This design comes from an exercise in tuning for a short achievable clock period on the open sky130 flow, not from production work.
At most, simulation tests tie the RTL to the original design; equivalence was not proved.
For runs 1, 4 and 5, only the layout was checked, not whether the RTL still works.
No activity file was given, so power comes from the tool's default toggle rates.

--- design/flow/flow/run.sh ---
#!/bin/bash
# The standard layout, with the lookup's pins grouped on one stretch of the
# top edge (flow/io.tcl, read by ORFS's floorplan step through IO_CONSTRAINTS)
# and timing-driven global placement weighting its critical nets harder.
set -euo pipefail
cd "$(dirname "$0")/.."
bash standard.sh "IO_CONSTRAINTS=$PWD/flow/io.tcl" \
  "GLOBAL_PLACEMENT_ARGS=-timing_driven_net_weight_max 8 -timing_driven_nets_percentage 15" \
  finish > standard.log 2>&1
--- design/flow/flow/io.tcl ---
# Put the data pins on the top edge: the lookup's inputs and outputs together
# in the middle, the update's PC and controls to the left, its target to the
# right, so the tag and target storage gathers near the lookup pins.
set_io_pin_constraint -region top:115-235 -pin_names {lookup_pc[2] lookup_pc[3] lookup_pc[4] lookup_pc[5] lookup_pc[6] lookup_pc[7] lookup_pc[8] lookup_pc[9] lookup_pc[10] lookup_pc[11] lookup_pc[12] lookup_pc[13] lookup_pc[14] lookup_pc[15] lookup_pc[16] lookup_pc[17] lookup_pc[18] lookup_pc[19] lookup_pc[20] lookup_pc[21] lookup_pc[22] lookup_pc[23] lookup_pc[24] lookup_pc[25] lookup_pc[26] lookup_pc[27] lookup_pc[28] lookup_pc[29] lookup_pc[30] lookup_pc[31] pred_target[0] pred_target[1] pred_target[2] pred_target[3] pred_target[4] pred_target[5] pred_target[6] pred_target[7] pred_target[8] pred_target[9] pred_target[10] pred_target[11] pred_target[12] pred_target[13] pred_target[14] pred_target[15] pred_target[16] pred_target[17] pred_target[18] pred_target[19] pred_target[20] pred_target[21] pred_target[22] pred_target[23] pred_target[24] pred_target[25] pred_target[26] pred_target[27] pred_target[28] pred_target[29] pred_target[30] pred_target[31] hit predict}
set_io_pin_constraint -region top:20-110 -pin_names {upd_pc[2] upd_pc[3] upd_pc[4] upd_pc[5] upd_pc[6] upd_pc[7] upd_pc[8] upd_pc[9] upd_pc[10] upd_pc[11] upd_pc[12] upd_pc[13] upd_pc[14] upd_pc[15] upd_pc[16] upd_pc[17] upd_pc[18] upd_pc[19] upd_pc[20] upd_pc[21] upd_pc[22] upd_pc[23] upd_pc[24] upd_pc[25] upd_pc[26] upd_pc[27] upd_pc[28] upd_pc[29] upd_pc[30] upd_pc[31] upd_valid pc_en upd_taken upd_pred}
set_io_pin_constraint -region top:240-330 -pin_names {upd_target[0] upd_target[1] upd_target[2] upd_target[3] upd_target[4] upd_target[5] upd_target[6] upd_target[7] upd_target[8] upd_target[9] upd_target[10] upd_target[11] upd_target[12] upd_target[13] upd_target[14] upd_target[15] upd_target[16] upd_target[17] upd_target[18] upd_target[19] upd_target[20] upd_target[21] upd_target[22] upd_target[23] upd_target[24] upd_target[25] upd_target[26] upd_target[27] upd_target[28] upd_target[29] upd_target[30] upd_target[31]}
--- design/flow/config.mk ---
export PLATFORM = sky130hd
export DESIGN_NAME = br_predictor_btb
export DESIGN_NICKNAME = br_predictor_btb
export VERILOG_FILES = /design/flow/design.v
export SDC_FILE = /design/flow/constraint.sdc
export NUM_CORES = 4
export LEC_CHECK = 0
export CAP_MARGIN = 20
export CORE_MARGIN = 2
export CORE_UTILIZATION = 40
export SETUP_SLACK_MARGIN = 3.5
export SLEW_MARGIN = 20
export SYNTH_HIERARCHICAL = 1
export TNS_END_PERCENT = 10
--- design/flow/design.v ---
package bp_pkg;
   typedef enum logic [1:0] {
      STRONG_NT = 2'b00,
      WEAK_NT   = 2'b01,
      WEAK_T    = 2'b10,
      STRONG_T  = 2'b11
   } counter_t;
   localparam logic [31:0] STAT_MAX = 32'hFFFF_FFFF;
   function automatic counter_t sat_next(counter_t c, logic taken);
      counter_t n;
      n = c;
      case (c)
         bp_pkg::STRONG_NT: n = taken ? bp_pkg::WEAK_NT  : bp_pkg::STRONG_NT;
         bp_pkg::WEAK_NT:   n = taken ? bp_pkg::WEAK_T   : bp_pkg::STRONG_NT;
         bp_pkg::WEAK_T:    n = taken ? bp_pkg::STRONG_T : bp_pkg::WEAK_NT;
         bp_pkg::STRONG_T:  n = taken ? bp_pkg::STRONG_T : bp_pkg::WEAK_T;
         default:   n = bp_pkg::STRONG_NT;
      endcase
      sat_next = n;
   endfunction
endpackage
module bp_xnor2 (input logic a, b, output logic y);
   assign y = ~(a ^ b);
endmodule
module bp_nand4 (input logic a, b, c, d, output logic y);
   assign y = ~(a & b & c & d);
endmodule
module bp_nand3 (input logic a, b, c, output logic y);
   assign y = ~(a & b & c);
endmodule
module bp_nor4 (input logic a, b, c, d, output logic y);
   assign y = ~(a | b | c | d);
endmodule
module bp_nor3 (input logic a, b, c, output logic y);
   assign y = ~(a | b | c);
endmodule
module bp_a22oi (input logic a1, a2, b1, b2, output logic y);
   assign y = ~((a1 & a2) | (b1 & b2));
endmodule
module bp_or2 (input logic a, b, output logic y);
   assign y = a | b;
endmodule
module bp_o21a (input logic a1, a2, b, output logic y);
   assign y = (a1 | a2) & b;
endmodule
module br_predictor_btb
#(
   parameter  int ENTRIES = 16,
   parameter  int HIST_W  = 4,
   localparam int IDX_W   = $clog2(ENTRIES)
) (
   input  logic              CLK,
   input  logic              nRST,
   input  logic [31:0]       lookup_pc,
   output logic              hit,
   output logic              predict,
   output logic [31:0]       pred_target,
   output logic [HIST_W-1:0] pred_hist,
   input  logic              pc_en,
   input  logic              upd_valid,
   input  logic [31:0]       upd_pc,
   input  logic              upd_taken,
   input  logic [31:0]       upd_target,
   input  logic              upd_pred,
   input  logic [HIST_W-1:0] upd_hist,
   output logic [31:0]       br_count,
   output logic [31:0]       mispred_count
);
   localparam int TAG_W = 32 - IDX_W - 2;    
   localparam int NLIT  = TAG_W + 1 + IDX_W;        
   localparam int NGRP  = (NLIT + 3) / 4;            
   logic [ENTRIES-1:0] valid;
   logic [TAG_W-1:0]   tags    [ENTRIES];
   logic [31:0]        targets [ENTRIES];
   logic [1:0]         ctr     [ENTRIES];
   logic [IDX_W-1:0]   l_idx, u_idx;
   logic [TAG_W-1:0]   l_tag, u_tag;
   logic               upd;
   assign l_idx = lookup_pc[IDX_W+1:2];
   assign l_tag = lookup_pc[31:IDX_W+2];
   assign u_idx = upd_pc[IDX_W+1:2];
   assign u_tag = upd_pc[31:IDX_W+2];
   assign upd = upd_valid & pc_en;
   logic [IDX_W-1:0]   l_idx_n;
   logic [ENTRIES-1:0] l_a, l_b;   
   assign l_idx_n = ~l_idx;
   for (genvar i = 0; i < ENTRIES; i++) begin : g_lk
      logic [4*NGRP-1:0] e;       
      logic [NGRP-1:0]   n;
      for (genvar k = 0; k < TAG_W; k++) begin : g_x
         bp_xnor2 u_x (.a(l_tag[k]), .b(tags[i][k]), .y(e[k]));
      end
      assign e[TAG_W] = valid[i];
      for (genvar j = 0; j < IDX_W; j++) begin : g_ix
         assign e[TAG_W+1+j] = ((i >> j) & 1) ? l_idx[j] : l_idx_n[j];
      end
      for (genvar g = 0; g < NGRP; g++) begin : g_n
         if (4*g + 3 < NLIT)
            bp_nand4 u_n (.a(e[4*g]), .b(e[4*g+1]), .c(e[4*g+2]), .d(e[4*g+3]), .y(n[g]));
         else
            bp_nand3 u_n (.a(e[4*g]), .b(e[4*g+1]), .c(e[4*g+2]), .y(n[g]));
      end
      bp_nor4 u_a (.a(n[0]), .b(n[1]), .c(n[2]), .d(n[3]), .y(l_a[i]));
      bp_nor4 u_b (.a(n[4]), .b(n[5]), .c(n[6]), .d(n[7]), .y(l_b[i]));
   end
   localparam int NCOPY = 4;
   logic [NCOPY-1:0] h0, h1;
   for (genvar c = 0; c < NCOPY; c++) begin : g_cp
      logic [ENTRIES/2-1:0] pair_n;   
      for (genvar p = 0; p < ENTRIES/2; p++) begin : g_pr
         bp_a22oi u_p (.a1(l_a[2*p]), .a2(l_b[2*p]), .b1(l_a[2*p+1]), .b2(l_b[2*p+1]),
                       .y(pair_n[p]));
      end
      bp_nand4 u_h0 (.a(pair_n[0]), .b(pair_n[1]), .c(pair_n[2]), .d(pair_n[3]), .y(h0[c]));
      bp_nand4 u_h1 (.a(pair_n[4]), .b(pair_n[5]), .c(pair_n[6]), .d(pair_n[7]), .y(h1[c]));
   end
   logic [31:0] l_tgt;
   logic [1:0]  l_ctr;
   assign l_tgt = targets[l_idx];
   assign l_ctr = ctr[l_idx];
   bp_or2  u_hitg (.a(h0[0]), .b(h1[0]), .y(hit));
   bp_o21a u_pred (.a1(h0[NCOPY-1]), .a2(h1[NCOPY-1]), .b(l_ctr[1]), .y(predict));
   for (genvar b = 0; b < 32; b++) begin : g_tg
      bp_o21a u_t (.a1(h0[b/(32/NCOPY)]), .a2(h1[b/(32/NCOPY)]), .b(l_tgt[b]), .y(pred_target[b]));
   end
   assign pred_hist = '0;
   logic [ENTRIES-1:0] u_sel, u_hit, u_alloc, u_tgt_we;
   always_comb begin
      for (int i = 0; i < ENTRIES; i++) begin
         u_sel[i]    = upd && (u_idx == IDX_W'(i));
         u_hit[i]    = valid[i] && (tags[i] == u_tag);
         u_alloc[i]  = u_sel[i] & ~u_hit[i];
         u_tgt_we[i] = u_sel[i] & (~u_hit[i] | upd_taken);
      end
   end
   always_ff @(posedge CLK or negedge nRST) begin
      if (!nRST) valid <= '0;
      else       valid <= valid | u_alloc;
   end
   always_ff @(posedge CLK) begin
      for (int i = 0; i < ENTRIES; i++) begin
         if (u_alloc[i])  tags[i]    <= u_tag;
         if (u_tgt_we[i]) targets[i] <= upd_target;
         if (u_sel[i]) begin
            if (!u_hit[i]) ctr[i] <= upd_taken ? bp_pkg::WEAK_T : bp_pkg::WEAK_NT;
            else           ctr[i] <= bp_pkg::sat_next(bp_pkg::counter_t'(ctr[i]), upd_taken);
         end
      end
   end
   logic unused_bits;
   assign unused_bits = ^{lookup_pc[1:0], upd_pc[1:0], upd_hist};
   always_ff @(posedge CLK or negedge nRST) begin
      if (!nRST) begin
         br_count      <= '0;
         mispred_count <= '0;
      end else if (upd) begin
         if (br_count != bp_pkg::STAT_MAX) br_count <= br_count + 32'd1;
         if ((upd_pred != upd_taken) && (mispred_count != bp_pkg::STAT_MAX))
            mispred_count <= mispred_count + 32'd1;
      end
   end
endmodule
--- design/flow/standard.sh ---
#!/bin/bash
# synth_recipe.tcl (not shown) runs the flow's synth.tcl, then flattens the netlist and writes it again
# the make line also repeats each setting of config.mk as NAME=value (left out here)
make -C /OpenROAD-flow-scripts/flow DESIGN_CONFIG=/design/flow/config.mk WORK_HOME=/design/flow/orfs CLKGATE_MAP_FILE= SYNTH_SCRIPT=/design/flow/synth_recipe.tcl "${@:-finish}"
--- design/flow/constraint.sdc ---
create_clock -name core_clock -period 7.0 [get_ports {CLK}]
set_input_delay 1.4000 -clock core_clock [delete_from_list [all_inputs] [get_ports {CLK}]]
set_output_delay 1.4000 -clock core_clock [all_outputs]
set_load 0.01 [all_outputs]
==> results of run 1 <==
[final cells by class]
| class | count | area, um2 | share of cell area |
|---|---|---|---|
| diodes | 10 | 25.0 | 0.000406 |
| flip-flops and latches | 1040 | 30800 | 0.500 |
| clock inverters | 39 | 522 | 0.00847 |
| clock buffers | 164 | 3170 | 0.0515 |
| well taps | 1612 | 2020 | 0.0327 |
| inverters | 23 | 135 | 0.00219 |
| repair buffers | 622 | 6920 | 0.112 |
| multi-input cells | 2166 | 18000 | 0.292 |
[routing by layer]
metal | up-vias | global-route usage | share of wire
li1 | 14300 | - | -
met1 | 17500 | 0.383 | 0.37
met2 | 2301 | 0.478 | 0.45
met3 | 631 | 0.0580 | 0.10
met4 | 12 | 0.184 | 0.079
met5 | - | 0.00231 | 0.00054
[kinds of logic (layout without fill, tap and decap cells)]
logic type      Yosys count  in the layout  synth area share
fa+ha+maj                 2              2          0.000516
flops                  1040           1040             0.636
mux                      39             39           0.00901
simple gates            711            711            0.0878
other cells               1             14         0.0000774
xor+xnor                894            894             0.162
compound gates          511            516            0.0877
buf+inv                 167            848            0.0171
[metrics by stage]
step | hold WS (ps) | setup slack [ps] | cells | cell area, um2 | util
floorplan | 449 | 2610 | 3368 | 48800 | -
global placement | 483 | 589 | 5212 | 53400 | 0.444
detailed placement | 484 | 748 | 5213 | 53400 | 0.445
CTS | 497 | 2060 | 5619 | 60700 | 0.505
global route | 523 | 2010 | 5674 | 61600 | 0.513
finish | 501 | 2060 | 5676 | 61600 | 0.513
[cell usage in the layout (no fill, tap or decap), types with 13 or more instances in the layout]
cell type	instances
a21o_1	18
a21oi_1	26
a221oi_1	31
a22o_1	43
a22oi_1	77
a22oi_2	32
a2bb2oi_1	15
a32oi_1	21
a41o_1	14
a41oi_1	14
buf_12	71
buf_16	31
buf_4	307
buf_6	70
clkbuf_1	31
clkbuf_16	110
clkbuf_8	24
clkdlybuf4s50_1	103
clkinv_2	17
dfrtp_1	80
edfxtp_1	960
inv_1	18
mux2_2	27
nand2_1	78
nand3_1	60
nand4_1	255
nor2_1	87
nor2b_1	13
nor3_1	29
nor4_1	13
nor4_2	17
nor4_4	30
o21a_1	36
o21ai_0	21
o22a_1	13
o31a_1	17
xnor2_1	772
xnor2_2	36
xor2_1	84
[modules after synthesis, one instance, submodules excluded]
module,cells,times used
bp_a22oi,1,32
bp_nand3,1,16
bp_nand4,1,120
bp_nor4,1,32
bp_o21a,1,33
bp_or2,1,1
bp_xnor2,1,416
br_predictor_btb,2715,1
[worst max-delay path by stage]
stage / start / to / slack, ps / cells after the start
floorplan: lookup_pc[5] / pred_target[24] / 2610 / 11
CTS: lookup_pc[27] / pred_target[2] / 2060 / 12
global placement: lookup_pc[4] / pred_target[18] / 590 / 8
finish: lookup_pc[16] / pred_target[16] / 2060 / 15
global route: lookup_pc[16] / pred_target[4] / 2010 / 15
detailed placement: lookup_pc[10] / predict / 750 / 9
[repair_timing]
action                     4_1_cts  5_1_grt
gates cloned                    36        4
setup buffers                  167       43
pin swaps                       92       69
setup endpoints to repair      899      890
gates resized for setup        572      131
[power by group]
part           internal (mW)  switching (mW)  leakage, nW
clock network           3.44            2.53         1.80
logic                  0.658           0.958         8.81
registers               6.91           0.115         9.71
[worst max-delay path, cell delays in order]
cell and delay, ps:
buf_8 110, buf_12 130, buf_12 140, buf_12 140, xnor2_4 120, nand4_1 100
nor4_2 50, buf_4 170, buf_6 130, buf_6 110, a22oi_2 180, nand4_1 200
buf_12 200, o21a_1 190, buf_6 130
[registers in the layout, summed over array words and instances, names as in the netlist]
register	flops
tags	416
targets	512
ctr	32
mispred_count	32
valid	16
br_count	32
==> notes.md, run 1 <==
outcome = no timing/DRC/antenna violations
clock root buffer = clkbuf_16
die area = 0.124 mm2
P&R area growth vs syn = 27.2%
# Max-Cap Violations = 0
Port Buffers = 195
initial antenna violation count = 20
layout cell share with drive strength beyond 1 = 0.236
Leak = 20.3 nW
RSZ-0062 raised after global routing = yes
largest net degree at the start of global routing = 52
Synth warnings = 13
hold-critical path depth = 1
die height = 352 um
Synth Register Bits = 1040
Final setup viols = 0
r2r endpoint = targets[7][18]
critical path required time = 5600 ps
synth cell count leaders = edfxtp_1, xnor2_1, nand4_1, nor2_1, xor2_1
first-pass GRT wire length = 264000 um
pwr dens = 237 mW/mm2
total power = 14.6 mW
count of final hold-check violations = 0
top_reg_cell synth = edfxtp_1
top post-synthesis cells by area = edfxtp_1, xnor2_1, dfrtp_1
post-synth top area cell = edfxtp_1
DRT iter0 DRCs = 4752
width of the die = 352 um
Hold Crit Endpoint = mispred_count[15]
final setup TNS = 0 ps
Hold Crit Class = flip-flop to flip-flop
Initial Util = 0.403
number of flops mapped to enable cells by yosys = 960
Slew headroom = 0.221
row cnt = 127
Vias = 34700
setup slack, reg-to-reg = 4040 ps
Worst setup EP type = output pin
post-synthesis area per instance = 14.4 um2
Final Wtd Congestion = 0.884
grt ovf = 0
Max Fclk = 0.202 GHz
drt drc = 0
post-route ant nets = 0
Nets = 4070
worst-path fanout max = 8
Seq/Total Area, Yosys = 0.636
crit path kind = input port to output pin
Setup Skew = 31.5 ps
TritonCTS Buffers = 109
Tmin final = 4940 ps
num ports = 208
synthesized netlist cell count = 3365
crit path launch type = input port
filler instances = 10100
FF-to-FF Start = tags[7][21]
Synth top area share = 0.595
reg2reg path depth = 6
Synth async-reset ratio = 0.0769
DPL Wire Length = 115000 um
hold buffer count at CTS = 0
Pre-antenna DRT Iters = 8
maximum vdd drop = 0.214 mV
clock sinks = 1040
Clock Pin Slew Worst Setup and Hold Paths = 60 ps
vias in the first global route = 33100
final period utilization = 0.706
Slew @ Worst Pin = 1170 ps
Cell variety after synth = 79
HP Start = mispred_count[15]
all-layer global routing usage = 0.302
Total Routed Length = 193000 um
count leader, synth = edfxtp_1
Critical Path AT = 3540 ps
Avg WL per Cell = 34.1 um
count of pins over their slew limit = 0
mapped cell area = 0.0485 mm2
Core Area = 0.120 mm2
CTS tree = yes
drt via density = 6.11
worst skew pair latency = 720 ps
Clock Tree Buf Depth = 3
H-tree depth = 3
==> run 2, diff against run 1 <==
--- a/design/flow/design.v
+++ b/design/flow/design.v
@@ -45,2 +45,11 @@
 endmodule
+module bp_dec2 (input logic [1:0] a, output logic [3:0] y);
+   assign y[0] = ~a[1] & ~a[0];
+   assign y[1] = ~a[1] &  a[0];
+   assign y[2] =  a[1] & ~a[0];
+   assign y[3] =  a[1] &  a[0];
+endmodule
+module bp_and2 (input logic a, b, output logic y);
+   assign y = a & b;
+endmodule
 module br_predictor_btb
@@ -69,4 +78,3 @@
    localparam int TAG_W = 32 - IDX_W - 2;    
-   localparam int NLIT  = TAG_W + 1 + IDX_W;        
-   localparam int NGRP  = (NLIT + 3) / 4;            
+   localparam int NGRP  = (TAG_W + 2 + 3) / 4;   
    logic [ENTRIES-1:0] valid;
@@ -83,5 +91,7 @@
    assign upd = upd_valid & pc_en;
-   logic [IDX_W-1:0]   l_idx_n;
+   logic [3:0]         l_dlo, l_dhi;
+   logic [ENTRIES-1:0] l_vd;
    logic [ENTRIES-1:0] l_a, l_b;   
-   assign l_idx_n = ~l_idx;
+   bp_dec2 u_dlo (.a(l_idx[1:0]), .y(l_dlo));
+   bp_dec2 u_dhi (.a(l_idx[3:2]), .y(l_dhi));
    for (genvar i = 0; i < ENTRIES; i++) begin : g_lk
@@ -92,14 +102,10 @@
       end
-      assign e[TAG_W] = valid[i];
-      for (genvar j = 0; j < IDX_W; j++) begin : g_ix
-         assign e[TAG_W+1+j] = ((i >> j) & 1) ? l_idx[j] : l_idx_n[j];
-      end
+      bp_and2 u_vd (.a(valid[i]), .b(l_dlo[i%4]), .y(l_vd[i]));
+      assign e[TAG_W]   = l_vd[i];
+      assign e[TAG_W+1] = l_dhi[i/4];
       for (genvar g = 0; g < NGRP; g++) begin : g_n
-         if (4*g + 3 < NLIT)
-            bp_nand4 u_n (.a(e[4*g]), .b(e[4*g+1]), .c(e[4*g+2]), .d(e[4*g+3]), .y(n[g]));
-         else
-            bp_nand3 u_n (.a(e[4*g]), .b(e[4*g+1]), .c(e[4*g+2]), .y(n[g]));
+         bp_nand4 u_n (.a(e[4*g]), .b(e[4*g+1]), .c(e[4*g+2]), .d(e[4*g+3]), .y(n[g]));
       end
       bp_nor4 u_a (.a(n[0]), .b(n[1]), .c(n[2]), .d(n[3]), .y(l_a[i]));
-      bp_nor4 u_b (.a(n[4]), .b(n[5]), .c(n[6]), .d(n[7]), .y(l_b[i]));
+      bp_nor3 u_b (.a(n[4]), .b(n[5]), .c(n[6]), .y(l_b[i]));
    end
==> design/flow/flow/io.tcl (replaced) <==
# Put the data pins on the top edge: the lookup's inputs and outputs together
# in the middle, the update's PC and controls to the left, its target to the
# right, so the tag and target storage gathers near the lookup pins.
set_io_pin_constraint -region top:140-210 -pin_names {lookup_pc[2] lookup_pc[3] lookup_pc[4] lookup_pc[5] lookup_pc[6] lookup_pc[7] lookup_pc[8] lookup_pc[9] lookup_pc[10] lookup_pc[11] lookup_pc[12] lookup_pc[13] lookup_pc[14] lookup_pc[15] lookup_pc[16] lookup_pc[17] lookup_pc[18] lookup_pc[19] lookup_pc[20] lookup_pc[21] lookup_pc[22] lookup_pc[23] lookup_pc[24] lookup_pc[25] lookup_pc[26] lookup_pc[27] lookup_pc[28] lookup_pc[29] lookup_pc[30] lookup_pc[31] pred_target[0] pred_target[1] pred_target[2] pred_target[3] pred_target[4] pred_target[5] pred_target[6] pred_target[7] pred_target[8] pred_target[9] pred_target[10] pred_target[11] pred_target[12] pred_target[13] pred_target[14] pred_target[15] pred_target[16] pred_target[17] pred_target[18] pred_target[19] pred_target[20] pred_target[21] pred_target[22] pred_target[23] pred_target[24] pred_target[25] pred_target[26] pred_target[27] pred_target[28] pred_target[29] pred_target[30] pred_target[31] hit predict}
set_io_pin_constraint -region top:60-135 -pin_names {upd_pc[2] upd_pc[3] upd_pc[4] upd_pc[5] upd_pc[6] upd_pc[7] upd_pc[8] upd_pc[9] upd_pc[10] upd_pc[11] upd_pc[12] upd_pc[13] upd_pc[14] upd_pc[15] upd_pc[16] upd_pc[17] upd_pc[18] upd_pc[19] upd_pc[20] upd_pc[21] upd_pc[22] upd_pc[23] upd_pc[24] upd_pc[25] upd_pc[26] upd_pc[27] upd_pc[28] upd_pc[29] upd_pc[30] upd_pc[31] upd_valid pc_en upd_taken upd_pred}
set_io_pin_constraint -region top:215-290 -pin_names {upd_target[0] upd_target[1] upd_target[2] upd_target[3] upd_target[4] upd_target[5] upd_target[6] upd_target[7] upd_target[8] upd_target[9] upd_target[10] upd_target[11] upd_target[12] upd_target[13] upd_target[14] upd_target[15] upd_target[16] upd_target[17] upd_target[18] upd_target[19] upd_target[20] upd_target[21] upd_target[22] upd_target[23] upd_target[24] upd_target[25] upd_target[26] upd_target[27] upd_target[28] upd_target[29] upd_target[30] upd_target[31]}
--- a/design/flow/config.mk
+++ b/design/flow/config.mk
@@ -9,3 +9,3 @@
 export CORE_MARGIN = 2
-export CORE_UTILIZATION = 40
+export CORE_UTILIZATION = 50
 export SETUP_SLACK_MARGIN = 3.5
==> notes.md, run 2 <==
outcome = no timing/DRC/antenna violations
Critical Path AT = 3410 ps
Nets = 3893
clock root buffer = clkbuf_16
Metal-1 WL = 64200 um
number of flops mapped to enable cells by yosys = 960
Final setup viols = 0
Setup crit start = lookup_pc[28]
reg2reg path depth = 6
area occupied by multi-input gates = 0.0173 mm2
post-synthesis simple-gate area fraction = 0.0886
width of the die = 313 um
num ports = 208
Cell variety after synth = 80
Tmin final = 4810 ps
max reg flops = 512
vias in the first global route = 32000
# Max-Cap Violations = 0
CTS tree = yes
worst skew pair latency = 730 ps
die height = 313 um
final period utilization = 0.688
largest net degree at the start of global routing = 60
Hold Crit Class = flip-flop to flip-flop
top_reg_cell synth = edfxtp_1
die area = 0.0981 mm2
r2r endpoint = targets[15][23]
count of final hold-check violations = 0
Leak = 19.6 nW
post-route ant nets = 0
Synth Area in Adders = 0.000523
largest family of logic cells by synthesized area = XOR/XNOR gates
Core Area = 0.0949 mm2
maximum vdd drop = 0.211 mV
final core utilization = 0.625
RSZ-0062 raised after global routing = yes
all-layer global routing usage = 0.356
drt via density = 6.33
grt ovf = 0
biggest regs = targets x512, tags x416
mux contribution to synthesized area = 0.00484
Synth warnings = 13
post-synthesis area per instance = 14.5 um2
crit path capture = pred_target[4]
Slew headroom = 0.326
Synth Area in XOR/XNOR = 0.163
synthesized netlist cell count = 3297
register area = 0.0308 mm2
uppermost layer routed = met5
Synth async-reset ratio = 0.0769
clock sinks = 1040
most common cell after layout, fill and taps aside = edfxtp_1
critical path required time = 5600 ps
first-pass GRT wire length = 245000 um
Clock Pin Slew Worst Setup and Hold Paths = 60 ps
layout cell share with drive strength beyond 1 = 0.209
H-tree depth = 3
Synth Register Bits = 1040
hold buffer count at CTS = 0
worst-path fanout max = 8
drt drc = 0
Seq/Total Area, Yosys = 0.645
met2 WL = 85700 um
DRT iter0 DRCs = 4581
setup slack, reg-to-reg = 4220 ps
Port Buffers = 195
Synth top area share = 0.603
Final Wtd Congestion = 0.914
row cnt = 113
P&R area growth vs syn = 24.0%
met3 wire length = 14300 um
mapped cell area = 0.0478 mm2
top post-synthesis cells by area = edfxtp_1, xnor2_1, dfrtp_1
synth cell count leaders = edfxtp_1, xnor2_1, nand4_1, a22oi_1, nor2_1
post-synth top area cell = edfxtp_1
Biggest register = targets
Slew @ Worst Pin = 1010 ps
final setup TNS = 0 ps
Setup Skew = 36.2 ps
crit path launch type = input port
DPL Wire Length = 106000 um
crit path kind = input port to output pin
Max Fclk = 0.208 GHz
Pre-antenna DRT Iters = 7
Initial Util = 0.504
initial antenna violation count = 20
most frequent cells in the layout = edfxtp_1, xnor2_1, nand4_1
TritonCTS Buffers = 108
count of pins over their slew limit = 0
Vias = 32700
Synth Area in Compound Gates = 0.0815
Clock Tree Buf Depth = 3
Total Routed Length = 177000 um
Avg WL per Cell = 34.2 um
count leader, synth = edfxtp_1
pwr dens = 240 mW/mm2
FF-to-FF Start = tags[15][22]
Final Hold Slack = 483 ps
filler instances = 7134
Worst setup EP type = output pin
[run 2: worst min-delay path by stage]
stage	startpoint	slack, ps	depth (start not counted)	endpoint
after detailed placement	valid[15]	460	1	valid[15]
after floorplan	valid[0]	440	1	valid[0]
after global placement	valid[15]	460	1	valid[15]
final	valid[0]	480	1	valid[0]
after global routing	valid[13]	500	1	valid[13]
after CTS	valid[15]	480	1	valid[15]
[run 2: kinds of logic after synthesis]
group | count (synthesis)
flops | 1040
xor+xnor | 891
simple gates | 705
compound gates | 475
buf+inv | 162
mux | 21
fa+ha+maj | 2
other cells | 1
[run 2: area by class of cell]
type | instances | share of cell area
Tap cell | 1265 | 0.0267
Sequential cell | 1040 | 0.520
Antenna cell | 18 | 0.000760
Timing Repair Buffer | 508 | 0.0991
Clock inverter | 64 | 0.0107
Multi-Input combinational cell | 2100 | 0.292
Clock buffer | 139 | 0.0488
Inverter | 27 | 0.00171
[run 2: stage by stage]
stage               instance area, um2  std cells  total power, mW  setup slack, ps
floorplan                        48400       3300             7.71             2920
global placement                 52100       4760             8.33              638
detailed placement               52100       4760             8.35              727
CTS                              58700       5116             14.2             2170
global route                     59200       5153             14.6             2150
finish                           59300       5161             14.2             2190
[run 2: what timing repair did]
item	4_1_cts	5_1_grt
endpoints found under the setup margin	852	842
cloned	25	2
pin swaps	91	39
buffers inserted	128	25
resized for setup	521	68
[run 2: worst max-delay path, cell delays in order]
cell     delay (ps)
buf_6           130
buf_12          190
xnor2_2         130
nand4_1         220
nor3_4          360
buf_4           170
a22oi_2          50
nand4_1          90
buf_6           130
buf_6            90
buf_12          130
o21a_1          150
buf_6           110
[run 2: layer usage]
| layer | GRT usage | vias up |
|---|---|---|
| met5 | 0 | - |
| met4 | 0.224 | 2 |
| met3 | 0.0687 | 466 |
| met2 | 0.588 | 1807 |
| met1 | 0.432 | 16700 |
| li1 | - | 13700 |
[run 2: Yosys stat by module (local to each module, per instance)]
module            cells  copies in the design  area [um2]  flops+latches
bp_xnor2              1                   416        8.76              0
bp_nand4              1                   120        6.26              0
bp_a22oi              1                    32        12.5              0
br_predictor_btb   2639                     1       42200           1040
bp_nor4               1                    16        12.5              0
bp_nor3               1                    16        10.0              0
bp_and2               1                    16        6.26              0
bp_or2                1                     1        6.26              0
bp_o21a               1                    33        7.51              0
bp_dec2               4                     2        26.3              0
[run 2: where the power goes]
group / leakage [nW] / internal, mW / total (mW) / switching [mW]
registers: 9.71 / 6.91 / 7.01 / 0.0987
logic: 8.23 / 0.593 / 1.44 / 0.845
clock network: 1.70 / 3.26 / 5.79 / 2.53
total: 19.6 / 10.8 / 14.2 / 3.47
==> run 3, diff against run 2 <==
--- a/design/flow/config.mk
+++ b/design/flow/config.mk
@@ -9,3 +9,3 @@
 export CORE_MARGIN = 2
-export CORE_UTILIZATION = 50
+export CORE_UTILIZATION = 40
 export SETUP_SLACK_MARGIN = 3.5
==> notes.md, run 3 <==
Leak = 19.8 nW
top_reg_cell synth = edfxtp_1
grt ovf = 0
mapped cell area = 0.0478 mm2
maximum vdd drop = 0.215 mV
crit path capture = pred_target[6]
clock root buffer = clkbuf_16
Cell variety after synth = 80
Tmin final = 4810 ps
biggest regs = targets x512, tags x416
count of pins over their slew limit = 0
DRT iter0 DRCs = 3743
FF-to-FF Start = tags[15][6]
Avg WL per Cell = 31.4 um
synthesized netlist cell count = 3297
Final Wtd Congestion = 0.864
Final setup viols = 0
critical path required time = 5600 ps
pwr dens = 237 mW/mm2
outcome = no timing/DRC/antenna violations
Total Routed Length = 171000 um
area occupied by multi-input gates = 0.0176 mm2
crit path kind = input port to output pin
hold buffer count at CTS = 0
Critical Path AT = 3410 ps
RSZ-0062 raised after global routing = yes
r2r endpoint = targets[15][29]
total power = 14.2 mW
final core utilization = 0.507
final period utilization = 0.687
vias in the first global route = 31700
setup slack, reg-to-reg = 4150 ps
# Max-Cap Violations = 0
CTS tree = yes
synth cell count leaders = edfxtp_1, xnor2_1, nand4_1, a22oi_1, nor2_1
all-layer global routing usage = 0.276
Synth Register Bits = 1040
width of the die = 350 um
first-pass GRT wire length = 238000 um
TritonCTS Buffers = 109
layout cell share with drive strength beyond 1 = 0.224
worst-path fanout max = 7
P&R area growth vs syn = 25.4%
DPL Wire Length = 106000 um
final setup TNS = 0 ps
number of flops mapped to enable cells by yosys = 960
row cnt = 126
Seq/Total Area, Yosys = 0.645
Synth top area share = 0.603
post-synth top area cell = edfxtp_1
filler instances = 10000
Setup Skew = 30.5 ps
register area = 0.0308 mm2
Worst setup EP type = output pin
Port Buffers = 195
crit path launch type = input port
Synth async-reset ratio = 0.0769
clock sinks = 1040
Initial Util = 0.404
post-route ant nets = 0
Synth warnings = 13
Slew headroom = 0.299
most frequent cells in the layout = edfxtp_1, xnor2_1, nand4_1
Setup crit start = lookup_pc[5]
drt drc = 0
Nets = 3921
drt via density = 5.92
Max Fclk = 0.208 GHz
Slew @ Worst Pin = 1050 ps
count leader, synth = edfxtp_1
DP Area = 0.0524 mm2
num ports = 208
Vias = 32300
H-tree depth = 3
initial antenna violation count = 12
Hold Crit Class = flip-flop to flip-flop
post-synthesis area per instance = 14.5 um2
die height = 350 um
HP Start = valid[6]
top post-synthesis cells by area = edfxtp_1, xnor2_1, dfrtp_1
max reg flops = 512
Biggest register = targets
Pre-antenna DRT Iters = 9
largest net degree at the start of global routing = 65
die area = 0.122 mm2
Clock Pin Slew Worst Setup and Hold Paths = 60 ps
post-route cell area = 0.0600 mm2
reg2reg path depth = 6
Clock Tree Buf Depth = 3
Core Area = 0.118 mm2
most common cell after layout, fill and taps aside = edfxtp_1
worst skew pair latency = 720 ps
count of final hold-check violations = 0
-- run 3: cell types whose count changed in the layout (fill, tap and decap cells not counted), sizes merged, moves of 2 or more --
cell / before / now
bufinv: 9 / 7
buf: 387 / 418
diode: 18 / 11
clkdlybuf4s50: 103 / 101
clkbuf: 150 / 153
inv: 30 / 27
clkinvlp: 6 / 4
-- run 3: through the flow --
| stage | cells | hold slack [ps] | setup slack (ps) |
|---|---|---|---|
| 6_report | 5453 | 489 | 2190 |
| 5_1_grt | 5452 | 512 | 2170 |
| 4_1_cts | 5409 | 492 | 2170 |
| 3_5_place_dp | 5046 | 471 | 716 |
| 3_3_place_gp | 5046 | 471 | 769 |
| 2_1_floorplan | 3300 | 441 | 2920 |
-- run 3: worst max-delay path: stages --
cell and delay (ps):
buf_16 130, buf_8 130, and4b_4 510, buf_12 160, bufbuf_16 260, buf_4 110
a22oi_2 40, o2111ai_1 130, o22a_2 260, o21a_1 130, buf_2 120
-- run 3: metal layers --
| metal | GRT usage | up-vias | part of all wire |
|---|---|---|---|
| met5 | 0 | - | 0.000076 |
| met4 | 0.158 | 2 | 0.064 |
| met3 | 0.0500 | 444 | 0.079 |
| met2 | 0.456 | 1655 | 0.48 |
| met1 | 0.340 | 16500 | 0.38 |
| li1 | - | 13700 | - |
-- run 3: Yosys stat by module, one instance, submodules excluded, excerpt --
module | area (um2) | cells inside | copies in the design | flip-flops and latches
bp_dec2 | 26.3 | 4 | 2 | 0
bp_a22oi | 12.5 | 1 | 32 | 0
bp_nor3 | 10.0 | 1 | 16 | 0
bp_xnor2 | 8.76 | 1 | 416 | 0
bp_o21a | 7.51 | 1 | 33 | 0
bp_or2 | 6.26 | 1 | 1 | 0
bp_and2 | 6.26 | 1 | 16 | 0
-- run 3: worst min path at each step --
stage                    to  slack, ps  cells after the start
5_1_grt        br_count[23]        510                      1
3_5_place_dp       valid[1]        470                      1
3_3_place_gp       valid[3]        470                      1
6_report           valid[6]        490                      1
4_1_cts            valid[3]        490                      1
2_1_floorplan      valid[0]        440                      1
-- run 3: timing repair --
| item | in CTS | in global routing |
|---|---|---|
| setup endpoints to repair | 791 | 740 |
| hold endpoints to repair | 0 | 0 |
| pin swaps | 118 | 73 |
| cloned | 23 | 1 |
| buffers inserted | 136 | 32 |
| resized for setup | 516 | 91 |
-- run 3: cells by family (layout without fill, tap and decap cells) --
logic type,count (synthesis),after routing,synth area share
other cells,1,15,0.0000784
xor+xnor,891,891,0.163
simple gates,705,706,0.0886
flops,1040,1040,0.645
fa+ha+maj,2,2,0.000523
buf+inv,162,765,0.0163
mux,21,21,0.00484
compound gates,475,477,0.0815
-- run 3: power by group --
part           internal (mW)  switching, mW
clock network           3.22           2.53
registers               6.91         0.0991
logic                  0.599          0.835
-- run 3: layout make-up --
| type | instances | share of cell area |
|---|---|---|
| Sequential cell | 1040 | 0.514 |
| Multi-Input combinational cell | 2101 | 0.294 |
| Timing Repair Buffer | 534 | 0.0986 |
| Clock buffer | 146 | 0.0490 |
| Tap cell | 1536 | 0.0321 |
| Clock inverter | 58 | 0.00952 |
| Inverter | 27 | 0.00175 |
| Antenna cell | 11 | 0.000459 |
==> run 4, diff against run 3 <==
--- a/design/flow/design.v
+++ b/design/flow/design.v
@@ -53,2 +53,5 @@
    assign y = a & b;
+endmodule
+module bp_nand2 (input logic a, b, output logic y);
+   assign y = ~(a & b);
 endmodule
@@ -122,6 +125,34 @@
    end
+   localparam int MBITS = 9;
+   logic [32:0] l_rd;    
    logic [31:0] l_tgt;
    logic [1:0]  l_ctr;
-   assign l_tgt = targets[l_idx];
-   assign l_ctr = ctr[l_idx];
+   for (genvar c = 0; c < (33 + MBITS - 1) / MBITS; c++) begin : g_md
+      logic [3:0] lo, hi;
+      bp_dec2 u_mlo (.a(l_idx[1:0]), .y(lo));
+      bp_dec2 u_mhi (.a(l_idx[3:2]), .y(hi));
+   end
+   for (genvar b = 0; b < 33; b++) begin : g_mx
+      logic [3:0]         m_dlo, m_dhi;
+      logic [ENTRIES-1:0] d;
+      logic [3:0]         gv;
+      logic [1:0]         y;
+      assign m_dlo = g_md[b / MBITS].lo;
+      assign m_dhi = g_md[b / MBITS].hi;
+      for (genvar i = 0; i < ENTRIES; i++) begin : g_d
+         assign d[i] = (b == 32) ? ctr[i][1] : targets[i][b];
+      end
+      for (genvar q = 0; q < 4; q++) begin : g_q
+         logic [1:0] x;
+         bp_a22oi u_x0 (.a1(m_dlo[0]), .a2(d[4*q]),   .b1(m_dlo[1]), .b2(d[4*q+1]), .y(x[0]));
+         bp_a22oi u_x1 (.a1(m_dlo[2]), .a2(d[4*q+2]), .b1(m_dlo[3]), .b2(d[4*q+3]), .y(x[1]));
+         bp_nand2 u_g  (.a(x[0]), .b(x[1]), .y(gv[q]));
+      end
+      bp_a22oi u_y0 (.a1(m_dhi[0]), .a2(gv[0]), .b1(m_dhi[1]), .b2(gv[1]), .y(y[0]));
+      bp_a22oi u_y1 (.a1(m_dhi[2]), .a2(gv[2]), .b1(m_dhi[3]), .b2(gv[3]), .y(y[1]));
+      bp_nand2 u_m  (.a(y[0]), .b(y[1]), .y(l_rd[b]));
+   end
+   assign l_tgt    = l_rd[31:0];
+   assign l_ctr[1] = l_rd[32];
+   assign l_ctr[0] = 1'b0;    
    bp_or2  u_hitg (.a(h0[0]), .b(h1[0]), .y(hit));
==> notes.md, run 4 <==
dpl ws = 777 ps
num ports = 208
# Max-Cap Violations = 0
hold buffer count at CTS = 0
Comb pwr share = 0.105
drt via density = 5.74
all-layer global routing usage = 0.265
Worst setup EP type = output pin
DPL Wire Length = 105000 um
Leak = 19.9 nW
Initial Util = 0.403
drt drc = 0
grt ovf = 0
Clock Pin Slew Worst Setup and Hold Paths = 60 ps
Avg WL per Cell = 30.4 um
Hold Crit Class = flip-flop to flip-flop
Vias = 31900
RSZ-0062 raised after global routing = yes
post-synthesis area per instance = 14.8 um2
top post-synthesis cells by area = edfxtp_1, xnor2_1, a22oi_2
Max Fclk = 0.205 GHz
Setup Skew = 45.5 ps
outcome = no timing/DRC/antenna violations
count of pins over their slew limit = 0
fin worst setup slack = 2130 ps
width of the die = 354 um
largest net degree at the start of global routing = 64
top_reg_cell synth = edfxtp_1
Core Area = 0.122 mm2
final core utilization = 0.495
Port Buffers = 195
Slew headroom = 0.199
TritonCTS Buffers = 111
row cnt = 128
Pre-antenna DRT Iters = 5
DRT iter0 DRCs = 3342
total power = 14.4 mW
hold-critical path depth = 1
worst-path fanout max = 6
reg2reg path depth = 6
Clk network pwr share = 0.406
crit path kind = input port to output pin
pwr dens = 238 mW/mm2
Final Hold Slack = 479 ps
most common cell after layout, fill and taps aside = edfxtp_1
final period utilization = 0.696
layout cell share with drive strength beyond 1 = 0.271
setup slack, reg-to-reg = 3960 ps
Seq/Total Area, Yosys = 0.628
clock root buffer = clkbuf_16
Setup crit start = lookup_pc[14]
Total Routed Length = 169000 um
number of flops mapped to enable cells by yosys = 960
initial antenna violation count = 11
die area = 0.126 mm2
Synth warnings = 13
Synth Register Bits = 1040
vias in the first global route = 31700
post-route ant nets = 0
share of power burned in registers = 0.489
Critical Path AT = 3470 ps
Sw Ratio = 0.247
Final setup viols = 0
final setup TNS = 0 ps
biggest regs = targets x512, tags x416
H-tree depth = 3
internal cell power = 10.8 mW
first-pass GRT wire length = 237000 um
Cell variety after synth = 55
die height = 354 um
Slew @ Worst Pin = 1200 ps
filler instances = 10500
Nets = 3930
r2r endpoint = targets[4][0]
count leader, synth = edfxtp_1
Tmin final = 4870 ps
most frequent cells in the layout = edfxtp_1, xnor2_1, a22oi_2
P_sw = 3.54 mW
crit path launch type = input port
count of final hold-check violations = 0
FF-to-FF Start = tags[4][1]
Final Wtd Congestion = 0.860
max reg flops = 512
synthesized netlist cell count = 3310
P&R area growth vs syn = 22.8%
Biggest register = targets
post-synth top area cell = edfxtp_1
HP Start = valid[7]
Hold Crit Endpoint = valid[7]
critical path required time = 5600 ps
Synth async-reset ratio = 0.0769
Synth top area share = 0.587
maximum vdd drop = 0.221 mV
worst skew pair latency = 730 ps
CTS tree = yes
clock sinks = 1040
synth cell count leaders = edfxtp_1, xnor2_1, a22oi_2, nand4_1, nand2_1
mapped cell area = 0.0491 mm2
Clock Tree Buf Depth = 3
==> run 4: how the worst max path moves through the flow <==
stage,cells after the start,slack (ps),endpoint
after floorplan,6,2850,pred_target[0]
after global placement,9,860,pred_target[24]
after detailed placement,9,780,pred_target[26]
after CTS,12,2200,pred_target[31]
after global routing,14,2110,pred_target[17]
final,14,2130,pred_target[17]
==> run 4: metrics by stage <==
step	instances	cell area, um2
after floorplan	3313	49400
after global placement	5198	54000
after detailed placement	5200	54100
after CTS	5516	59700
after global routing	5545	60300
final	5547	60300
==> run 4: cells by family after synthesis <==
family	Yosys count	share of synthesized area
AO/OA/AOI/OAI	501	0.115
multiplexers	2	0.000535
adder cells (fa/ha/maj)	2	0.000510
AND/OR/NAND/NOR	770	0.0866
XOR/XNOR	893	0.159
flip-flops	1040	0.628
other	1	0.0000764
buffers and inverters	101	0.00953
==> run 4: layout make-up <==
| cell class | count | area (um2) | area share |
|---|---|---|---|
| Tap cell | 1625 | 2030 | 0.0337 |
| Antenna cell | 4 | 10.0 | 0.000166 |
| Inverter | 27 | 101 | 0.00168 |
| Clock inverter | 49 | 493 | 0.00818 |
| Multi-Input combinational cell | 2180 | 18800 | 0.312 |
| Clock buffer | 160 | 3100 | 0.0515 |
| Sequential cell | 1040 | 30800 | 0.511 |
| Timing Repair Buffer | 462 | 4890 | 0.0811 |
==> run 4: layer usage <==
metal  part of all wire  wire [um]  track usage  up-vias
li1                   -          -            -    13700
met1               0.39      66100        0.336    16300
met2               0.48      80900        0.440     1386
met3              0.069      11600       0.0402      398
met4              0.060      10200        0.136        2
met5           0.000077         13            0        -
==> run 4: power by group through the flow <==
| stage | clock network (mW) | logic, mW | registers (mW) |
|---|---|---|---|
| finish | 5.84 | 1.51 | 7.03 |
| global route | 6.15 | 1.57 | 7.04 |
| CTS | 5.90 | 1.48 | 7.03 |
| detailed placement | 0 | 1.37 | 7.15 |
| global placement | 0 | 1.36 | 7.15 |
| floorplan | 0 | 0.680 | 7.14 |
==> run 4: per-module statistics from Yosys, one instance, submodules excluded <==
| module | cells | flops+latches | times used |
|---|---|---|---|
| bp_a22oi | 1 | 0 | 362 |
| bp_and2 | 1 | 0 | 16 |
| bp_o21a | 1 | 0 | 33 |
| br_predictor_btb | 2125 | 1040 | 1 |
| bp_xnor2 | 1 | 0 | 416 |
| bp_nor4 | 1 | 0 | 16 |
| bp_dec2 | 4 | 0 | 10 |
| bp_nand4 | 1 | 0 | 120 |
| bp_or2 | 1 | 0 | 1 |
| bp_nand2 | 1 | 0 | 165 |
| bp_nor3 | 1 | 0 | 16 |
==> run 4: worst max-delay path: stages <==
cell	delay [ps]
buf_16	130
buf_16	170
buf_4	150
xnor2_2	130
nand4_1	170
nor4_4	260
buf_6	180
a22oi_2	60
nand4_1	170
buf_6	170
buf_6	120
buf_6	90
o21a_1	90
buf_2	130
==> run 4: what timing repair did <==
| item | 4_1_cts | 5_1_grt |
|---|---|---|
| pin swaps | 67 | 35 |
| setup endpoints to repair | 896 | 760 |
| gates cloned | 9 | 3 |
| buffers inserted | 98 | 24 |
| gates resized for setup | 409 | 76 |
==> run 5, diff against run 4 <==
--- a/design/flow/design.v
+++ b/design/flow/design.v
@@ -114,3 +114,3 @@
    end
-   localparam int NCOPY = 4;
+   localparam int NCOPY = 2;
    logic [NCOPY-1:0] h0, h1;
@@ -125,3 +125,3 @@
    end
-   localparam int MBITS = 9;
+   logic [3:0]  m_dlo, m_dhi;
    logic [32:0] l_rd;    
@@ -129,9 +129,5 @@
    logic [1:0]  l_ctr;
-   for (genvar c = 0; c < (33 + MBITS - 1) / MBITS; c++) begin : g_md
-      logic [3:0] lo, hi;
-      bp_dec2 u_mlo (.a(l_idx[1:0]), .y(lo));
-      bp_dec2 u_mhi (.a(l_idx[3:2]), .y(hi));
-   end
+   bp_dec2 u_mlo (.a(l_idx[1:0]), .y(m_dlo));
+   bp_dec2 u_mhi (.a(l_idx[3:2]), .y(m_dhi));
    for (genvar b = 0; b < 33; b++) begin : g_mx
-      logic [3:0]         m_dlo, m_dhi;
       logic [ENTRIES-1:0] d;
@@ -139,4 +135,2 @@
       logic [1:0]         y;
-      assign m_dlo = g_md[b / MBITS].lo;
-      assign m_dhi = g_md[b / MBITS].hi;
       for (genvar i = 0; i < ENTRIES; i++) begin : g_d
==> notes.md, run 5 <==
top post-synthesis cells by area = edfxtp_1, xnor2_1, a22oi_2
post-synthesis simple-gate area fraction = 0.0835
P&R area growth vs syn = 20.6%
H-tree depth = 3
final setup TNS = 0 ps
drt drc = 0
top_reg_cell synth = edfxtp_1
setup slack, reg-to-reg = 4030 ps
biggest regs = targets x512, tags x416
width of the die = 353 um
num ports = 208
number of flops mapped to enable cells by yosys = 960
grt peak-use layer = met2
Worst setup EP type = output pin
Cell variety after synth = 55
DP Area = 0.0534 mm2
Biggest register = targets
crit path kind = input port to output pin
Final Wtd Congestion = 0.874
post-route ant nets = 0
clock root buffer = clkbuf_16
most frequent cells in the layout = edfxtp_1, xnor2_1, a22oi_2
max reg flops = 512
count of pins over their slew limit = 0
Synth async-reset ratio = 0.0769
cell chain of the critical path = buf_6 > buf_4 > xnor2_1 > nand4_1 > nor3_4 > a22oi_2 > nand4_1 > buf_6 > buf_4 > buf_12 > o21a_1 > buf_2
filler instances = 10500
Leak = 19.0 nW
HP Start = mispred_count[5]
first-pass GRT wire length = 229000 um
Synth top area share = 0.592
Avg WL per Cell = 30.2 um
Setup Skew = 45.8 ps
r2r endpoint = targets[8][27]
Synth Area in Compound Gates = 0.112
Synth Area in Adders = 0.000514
slowest cell delay on critical path = 320 ps
# Max-Cap Violations = 0
fin worst setup slack = 2140 ps
met2 Usage GRT = 0.434
mux contribution to synthesized area = 0.000540
crit path launch type = input port
Hold Crit Endpoint = mispred_count[5]
vias in the first global route = 30700
reg2reg path depth = 6
worst skew pair latency = 740 ps
post-synthesis area per instance = 14.9 um2
most common cell after layout, fill and taps aside = edfxtp_1
worst-path fanout max = 15
layout cell share with drive strength beyond 1 = 0.239
DRT iter0 DRCs = 3327
drt via density = 5.68
row cnt = 128
count of final hold-check violations = 0
cell family with most CP delay = buffers and inverters
critical path required time = 5600 ps
outcome = no timing/DRC/antenna violations
maximum vdd drop = 0.230 mV
Hold Crit Class = flip-flop to flip-flop
dpl ws = 881 ps
all-layer global routing usage = 0.256
Nets = 3824
Synth Area in XOR/XNOR = 0.161
Critical Path AT = 3460 ps
die area = 0.125 mm2
Final setup viols = 0
Pre-antenna DRT Iters = 9
Crit-path slowest cell = nor3_4
Synth warnings = 13
hold-critical path depth = 1
grt ovf = 0
post-synth top area cell = edfxtp_1
pwr dens = 245 mW/mm2
total power = 14.4 mW
Max Fclk = 0.206 GHz
final core utilization = 0.485
Vias = 30900
post-route cell area = 0.0588 mm2
Seq/Total Area, Yosys = 0.633
Tmin final = 4860 ps
die height = 353 um
met3 usage in global routing = 0.0358
RSZ-0062 raised after global routing = yes
initial antenna violation count = 16
CTS tree = yes
synth cell count leaders = edfxtp_1, xnor2_1, a22oi_2, nand4_1, nand2_1
Total Routed Length = 164000 um
TritonCTS Buffers = 110
largest family of logic cells by synthesized area = XOR/XNOR gates
FF-to-FF Start = tags[8][0]
M1 GR Usage = 0.325
DPL Wire Length = 99600 um
clock sinks = 1040
Slew headroom = 0.341
Initial Util = 0.402
largest net degree at the start of global routing = 67
count leader, synth = edfxtp_1
mapped cell area = 0.0487 mm2
Clock Pin Slew Worst Setup and Hold Paths = 60 ps
Core Area = 0.121 mm2
Slew @ Worst Pin = 988 ps
Clock Tree Buf Depth = 3
final period utilization = 0.694
Synth Register Bits = 1040
Port Buffers = 195
CP bufs+invs = 6
synthesized netlist cell count = 3266
hold buffer count at CTS = 0
-- run 5: worst max-delay path by stage --
stage,startpoint,end,cells past startpoint
after global routing,lookup_pc[13],pred_target[26],12
after detailed placement,lookup_pc[2],hit,9
final,lookup_pc[28],pred_target[5],12
after CTS,lookup_pc[3],pred_target[26],10
after floorplan,lookup_pc[3],pred_target[0],6
after global placement,lookup_pc[2],hit,10
-- run 5: power breakdown --
group	leakage, nW	total [mW]	internal, mW	switching (mW)
clock network	1.77	5.90	3.35	2.55
logic	7.54	1.44	0.563	0.875
registers	9.69	7.03	6.91	0.111
total	19.0	14.4	10.8	3.53
-- run 5: per-stage QoR --
stage,hold slack (ps),std cells
floorplan,441,3269
global placement,483,5154
detailed placement,485,5154
CTS,498,5404
global route,521,5445
finish,496,5446
-- run 5: cell families after synthesis --
logic type / after synthesis
AOI/OAI and AO/OA: 485
xor gates and xnor gates: 893
adders and majority gates: 2
buffers and inverters: 101
DFF: 1040
muxes: 2
other: 1
and+or+nand+nor: 742
-- run 5: area by class of cell --
| cell class | count | area, um2 | share of cell area |
|---|---|---|---|
| multi-input cells | 2136 | 18000 | 0.306 |
| diodes | 7 | 17.5 | 0.000298 |
| inverters | 27 | 101 | 0.00173 |
| well taps | 1625 | 2030 | 0.0346 |
| clock inverters | 72 | 694 | 0.0118 |
| clock buffers | 138 | 2940 | 0.0500 |
| repair buffers | 401 | 4140 | 0.0705 |
| flip-flops and latches | 1040 | 30800 | 0.525 |
-- run 5: timing repair --
item / CTS / global route
setup buffers: 31 / 28
gates resized for setup: 177 / 187
pin swaps: 11 / 50
cloned: 9 / 7
endpoints found under the setup margin: 966 / 646
-- run 5: metal layers --
layer	vias up	wire length, um
met5	-	0
met4	0	8700
met3	354	9540
met2	1137	80100
met1	16000	65900
li1	13400	-
-- run 5: modules after synthesis, one instance, submodules excluded, excerpt --
module	copies in the design	flops+latches	area [um2]	cells
br_predictor_btb	1	1040	38600	2125
bp_dec2	4	0	26.3	4
bp_a22oi	346	0	12.5	1
bp_xnor2	416	0	8.76	1
bp_o21a	33	0	7.51	1
bp_and2	16	0	6.26	1
bp_nand4	116	0	6.26	1
bp_nand2	165	0	3.75	1
==> run 6, diff against run 5 <==
--- a/design/flow/design.v
+++ b/design/flow/design.v
@@ -114,3 +114,3 @@
    end
-   localparam int NCOPY = 2;
+   localparam int NCOPY = 4;
    logic [NCOPY-1:0] h0, h1;
--- a/design/flow/config.mk
+++ b/design/flow/config.mk
@@ -10,2 +10,3 @@
 export CORE_UTILIZATION = 40
+export GPL_ROUTABILITY_DRIVEN = 0
 export SETUP_SLACK_MARGIN = 3.5
==> notes.md, run 6 <==
Slew @ Worst Pin = 1200 ps
Seq/Total Area, Yosys = 0.630
count leader, synth = edfxtp_1
register area = 0.0308 mm2
Comb pwr share = 0.102
final setup TNS = 0 ps
RSZ-0062 raised after global routing = yes
Setup crit start = lookup_pc[27]
Biggest register = targets
slowest cell delay on critical path = 320 ps
die area = 0.125 mm2
Pre-antenna DRT Iters = 5
Tmin final = 4760 ps
initial antenna violation count = 17
post-synth top area cell = edfxtp_1
first-pass GRT wire length = 234000 um
total power = 14.4 mW
drt via density = 5.74
vias in the first global route = 31600
Port Buffers = 195
CP bufs+invs = 6
area occupied by multi-input gates = 0.0184 mm2
clock sinks = 1040
post-synthesis area per instance = 14.9 um2
width of the die = 354 um
P_sw = 3.50 mW
Synth async-reset ratio = 0.0769
P&R area growth vs syn = 21.9%
Synth warnings = 13
CTS tree = yes
pwr dens = 242 mW/mm2
number of flops mapped to enable cells by yosys = 960
Cell variety after synth = 55
worst skew pair latency = 740 ps
Worst setup EP type = output pin
Leak = 19.5 nW
final period utilization = 0.680
FF-to-FF Start = tags[5][23]
CP dominant cell by count = nand4_1
all-layer global routing usage = 0.262
count of pins over their slew limit = 0
Nets = 3877
H-tree depth = 3
HP Start = valid[13]
biggest regs = targets x512, tags x416
num ports = 208
most common cell after layout, fill and taps aside = edfxtp_1
DP Area = 0.0539 mm2
mapped cell area = 0.0489 mm2
Synth top area share = 0.589
DPL Wire Length = 104000 um
die height = 354 um
Core Area = 0.122 mm2
outcome = no timing/DRC/antenna violations
DRT iter0 DRCs = 3250
top post-synthesis cells by area = edfxtp_1, xnor2_1, a22oi_2
crit path launch type = input port
Setup Skew = 58.1 ps
Slew headroom = 0.200
Clk network pwr share = 0.411
Hold Crit Class = flip-flop to flip-flop
Max Fclk = 0.210 GHz
post-route ant nets = 0
top_reg_cell synth = edfxtp_1
max reg flops = 512
share of power burned in registers = 0.486
synth cell count leaders = edfxtp_1, xnor2_1, a22oi_2, nand4_1, nand2_1
TritonCTS Buffers = 109
Crit-path slowest cell = nor3_4
grt ovf = 0
Vias = 31600
filler instances = 10400
hold buffer count at CTS = 0
Final Hold Slack = 485 ps
layout cell share with drive strength beyond 1 = 0.255
maximum vdd drop = 0.215 mV
post-route cell area = 0.0596 mm2
Final setup viols = 0
worst-path fanout max = 12
synthesized netlist cell count = 3286
drt drc = 0
most frequent cells in the layout = edfxtp_1, xnor2_1, a22oi_2
Clock Pin Slew Worst Setup and Hold Paths = 70 ps
clock root buffer = clkbuf_16
Initial Util = 0.403
Avg WL per Cell = 30.2 um
cell chain of the critical path = buf_8 > buf_4 > xnor2_1 > nand4_1 > nor3_4 > a22oi_2 > nand4_1 > buf_6 > buf_12 > buf_16 > o21a_1 > buf_2
Clock Tree Buf Depth = 3
largest net degree at the start of global routing = 54
cell family with most CP delay = buffers and inverters
# Max-Cap Violations = 0
count of final hold-check violations = 0
crit path kind = input port to output pin
Critical Path AT = 3360 ps
internal cell power = 10.9 mW
critical path required time = 5600 ps
Sw Ratio = 0.242
Synth Register Bits = 1040
row cnt = 128
Total Routed Length = 166000 um
run 6: cell families after synthesis:
logic type / synth area share
XOR/XNOR: 0.160
multiplexers: 0.000537
flip-flops: 0.630
adder cells (fa/ha/maj): 0.000511
buffers and inverters: 0.00956
AND/OR/NAND/NOR: 0.0836
AO/OA/AOI/OAI: 0.116
other: 0.0000766
run 6: power by group through the flow:
| stage | clock network (mW) | registers (mW) | logic [mW] |
|---|---|---|---|
| global route | 6.27 | 7.04 | 1.55 |
| detailed placement | 0 | 7.15 | 1.36 |
| CTS | 6.01 | 7.02 | 1.46 |
| floorplan | 0 | 7.14 | 0.684 |
| finish | 5.94 | 7.02 | 1.48 |
| global placement | 0 | 7.15 | 1.35 |
run 6: timing repair:
action,in CTS,in global routing
resized for setup,404,32
pin swaps,71,12
endpoints found under the setup margin,955,734
cloned,10,1
buffers inserted,76,6
endpoints found under the hold margin,0,0
run 6: Yosys stat by module (local to each module, per instance):
module	cells inside	flip-flops and latches
bp_o21a	1	0
bp_xnor2	1	0
bp_nor3	1	0
bp_and2	1	0
bp_a22oi	1	0
bp_nand2	1	0
bp_nor4	1	0
bp_nand4	1	0
bp_dec2	4	0
br_predictor_btb	2125	1040
bp_or2	1	0
run 6: metrics by stage:
step	util	instances	setup WS (ps)
after floorplan	-	3289	903
after CTS	0.489	5478	2260
after global placement	0.444	5190	983
after detailed placement	0.444	5190	935
after global routing	0.490	5492	2170
final	0.491	5497	2240
run 6: worst reg2reg max path, cell delays in order, from the launching register on:
cell	delay, ps
edfxtp_1	420
xnor2_1	310
nand3_1	150
or3_1	430
or2_2	370
o21a_2	570
buf_4	430
run 6: area by class of cell:
type                    instances  share of cell area
inverters                      27             0.00170
repair buffers                435              0.0768
clock buffers                 146              0.0496
clock inverters                56              0.0112
diodes                         12            0.000504
flip-flops and latches       1040               0.517
multi-input cells            2156               0.309
well taps                    1625              0.0341
run 6: worst paths after layout:
check	slack, ps	cells past startpoint	end
worst min register to register	480	1	valid[13]
min in group asynchronous	630	1	valid[13]
max in group asynchronous	5160	2	br_count[24]
worst max register to register	4040	6	targets[5][1]
worst min-delay path	480	1	valid[13]
worst max-delay path	2240	12	pred_target[1]
run 6: per-layer routing:
layer	vias up	routed length, um	global-route usage
met5	-	8	0
met4	2	10100	0.131
met3	398	11600	0.0473
met2	1314	77900	0.427
met1	16300	66200	0.336
li1	13600	-	-
==> run 7, diff against run 6 <==
--- a/design/flow/config.mk
+++ b/design/flow/config.mk
@@ -10,3 +10,2 @@
 export CORE_UTILIZATION = 40
-export GPL_ROUTABILITY_DRIVEN = 0
 export SETUP_SLACK_MARGIN = 3.5
==> notes.md, run 7 <==
top post-synthesis cells by area = edfxtp_1, xnor2_1, a22oi_2
Synth Register Bits = 1040
most common cell after layout, fill and taps aside = edfxtp_1
largest net degree at the start of global routing = 54
post-route insts no fill = 5497
synth cell count leaders = edfxtp_1, xnor2_1, a22oi_2, nand4_1, nand2_1
hold-critical path depth = 1
Port Buffers = 195
pwr dens = 242 mW/mm2
Initial Util = 0.403
clock root buffer = clkbuf_16
vias in the first global route = 31600
worst-path fanout max = 12
post-route ant nets = 0
maximum vdd drop = 0.215 mV
Clock Tree Buf Depth = 3
outcome = no timing/DRC/antenna violations
Leak = 19.5 nW
Hold Crit Endpoint = valid[13]
count of pins over their slew limit = 0
post-synth top area cell = edfxtp_1
crit path kind = input port to output pin
mapped cell area = 0.0489 mm2
Tmin final = 4760 ps
H-tree depth = 3
number of flops mapped to enable cells by yosys = 960
drt drc = 0
row cnt = 128
Core Area = 0.122 mm2
first-pass GRT wire length = 234000 um
Synth top area share = 0.589
HP Start = valid[13]
final setup TNS = 0 ps
max reg flops = 512
DRT iter0 DRCs = 3250
die area = 0.125 mm2
Biggest register = targets
initial antenna violation count = 17
Hold Crit Class = flip-flop to flip-flop
Worst setup EP type = output pin
total power = 14.4 mW
Slew @ Worst Pin = 1200 ps
synthesized netlist cell count = 3286
num ports = 208
P&R area growth vs syn = 21.9%
filler instances = 10400
setup slack, reg-to-reg = 4040 ps
post-synthesis area per instance = 14.9 um2
Final Wtd Congestion = 0.877
clock sinks = 1040
Vias = 31600
Total Routed Length = 166000 um
final period utilization = 0.680
critical path required time = 5600 ps
top_reg_cell synth = edfxtp_1
r2r endpoint = targets[5][1]
Cell variety after synth = 55
layout cell share with drive strength beyond 1 = 0.255
FF-to-FF Start = tags[5][23]
Seq/Total Area, Yosys = 0.630
drt via density = 5.74
die height = 354 um
count leader, synth = edfxtp_1
grt ovf = 0
crit path launch type = input port
worst skew pair latency = 740 ps
Pre-antenna DRT Iters = 5
DPL Wire Length = 104000 um
TritonCTS Buffers = 109
reg2reg path depth = 6
width of the die = 354 um
# Max-Cap Violations = 0
Synth async-reset ratio = 0.0769
most frequent cells in the layout = edfxtp_1, xnor2_1, a22oi_2
Nets = 3877
Setup Skew = 58.1 ps
biggest regs = targets x512, tags x416
Avg WL per Cell = 30.2 um
all-layer global routing usage = 0.262
Slew headroom = 0.200
CTS tree = yes
placed insts = 5190
Max Fclk = 0.210 GHz
RSZ-0062 raised after global routing = yes
count of final hold-check violations = 0
Clock Pin Slew Worst Setup and Hold Paths = 70 ps
Synth warnings = 13
Final setup viols = 0
Critical Path AT = 3360 ps
[run 7: layer usage]
layer	up-vias	global-route usage	share of wire
met5	-	0	0.000048
met4	2	0.131	0.061
met3	398	0.0473	0.070
met2	1314	0.427	0.47
met1	16300	0.336	0.40
li1	13600	-	-
[run 7: what timing repair did]
action / in CTS / in global routing
cloned: 10 / 1
gates resized for setup: 404 / 32
hold buffers: 0 / 0
pin swaps: 71 / 12
endpoints found under the setup margin: 955 / 734
setup buffers: 76 / 6
[run 7: cell families after synthesis]
| group | Yosys count | synth area share |
|---|---|---|
| AND/OR/NAND/NOR | 746 | 0.0836 |
| other | 1 | 0.0000766 |
| adder cells (fa/ha/maj) | 2 | 0.000511 |
| multiplexers | 2 | 0.000537 |
| AO/OA/AOI/OAI | 501 | 0.116 |
| XOR/XNOR | 893 | 0.160 |
| flip-flops | 1040 | 0.630 |
| buffers and inverters | 101 | 0.00956 |
[run 7: Yosys stat by module (local to each module, per instance), excerpt]
module	area, um2	cells inside	copies in the design
bp_nand4	6.26	1	120
br_predictor_btb	38600	2125	1
bp_nand2	3.75	1	165
bp_o21a	7.51	1	33
bp_and2	6.26	1	16
bp_dec2	26.3	4	4
bp_nor3	10.0	1	16
bp_or2	6.26	1	1
bp_xnor2	8.76	1	416
[run 7: layout make-up]
cell class,instances,area (um2),area share
antenna,12,30.0,0.000504
clock buffer,146,2960,0.0496
clock inverter,56,667,0.0112
inverter,27,101,0.00170
multi-input combinational,2156,18400,0.309
sequential,1040,30800,0.517
tap,1625,2030,0.0341
timing repair buffer,435,4580,0.0768
[run 7: worst max path at each step]
stage          cells after the start     startpoint              end  slack, ps
2_1_floorplan                      6   lookup_pc[3]   pred_target[0]        900
3_3_place_gp                       8   lookup_pc[4]  pred_target[20]        980
3_5_place_dp                       9   lookup_pc[2]   pred_target[1]        940
4_1_cts                           15  lookup_pc[31]   pred_target[1]       2260
5_1_grt                           15  lookup_pc[31]   pred_target[1]       2170
6_report                          12  lookup_pc[27]   pred_target[1]       2240
[run 7: per-stage QoR]
step                      area [um2]   util  worst slack [ps]  hold slack (ps)
after CTS                      59400  0.489              2260              485
after floorplan                49200      -               903              441
after global placement         53900  0.444               983              465
final                          59600  0.491              2240              485
after detailed placement       53900  0.444               935              466
after global routing           59600  0.490              2170              501
[run 7: power breakdown]
group | switching [mW] | total [mW] | internal (mW)
clock network | 2.50 | 5.94 | 3.45
registers | 0.110 | 7.02 | 6.92
logic | 0.891 | 1.48 | 0.586
[run 7: worst max-delay path: stages]
cell and delay, ps:
buf_8 230, buf_4 280, xnor2_1 140, nand4_1 170
nor3_4 320, a22oi_2 130, nand4_1 90, buf_6 120
buf_12 110, buf_16 100, o21a_1 120, buf_2 120

-- re-timing with driven ports --
The flow's constraints put no driver on any port. The routed layouts listed below were extracted and timed again, unchanged, in two steps.
Step 1 assumes that a clkbuf_16 drives the clock port and a buf_2 every other input.
Step 2 moves the port delays by t, midway between the first and last clock arrival at a register: inputs arrive t later, outputs are due t later. That takes back most of the time a late clock gives input paths.
Three values: ideal ports, drivers, drivers and shift; two values: the first two.
run	t (ns)	slack for setup (ns)	hold WS [ns]	latest minus earliest clock arrival (ns)	slew at the worst register clock pin (ns)
run 1	0.772	2.056 / 1.840 / 1.840	0.501 / 0.501 / 0.501	0.037 / 0.037	0.07 / 0.07
run 2	0.781	2.186 / 1.871 / 1.871	0.483 / 0.483 / 0.483	0.042 / 0.042	0.07 / 0.07
run 3	0.781	2.191 / 1.918 / 1.918	0.489 / 0.484 / 0.489	0.032 / 0.032	0.07 / 0.07
run 4	0.781	2.126 / 2.061 / 2.061	0.479 / 0.479 / 0.479	0.050 / 0.050	0.07 / 0.07
run 5	0.795	2.141 / 2.060 / 2.060	0.496 / 0.496 / 0.496	0.052 / 0.052	0.07 / 0.07
run 6	0.782	2.237 / 2.152 / 2.007	0.485 / 0.485 / 0.485	0.058 / 0.058	0.07 / 0.07
run 7	0.782	2.237 / 2.152 / 2.007	0.485 / 0.485 / 0.485	0.058 / 0.058	0.07 / 0.07
After both steps setup and hold are still met in every run listed. For run 2, which loses most, drivers alone change the setup slack by -0.315 ns; drivers and shift together by -0.315 ns.
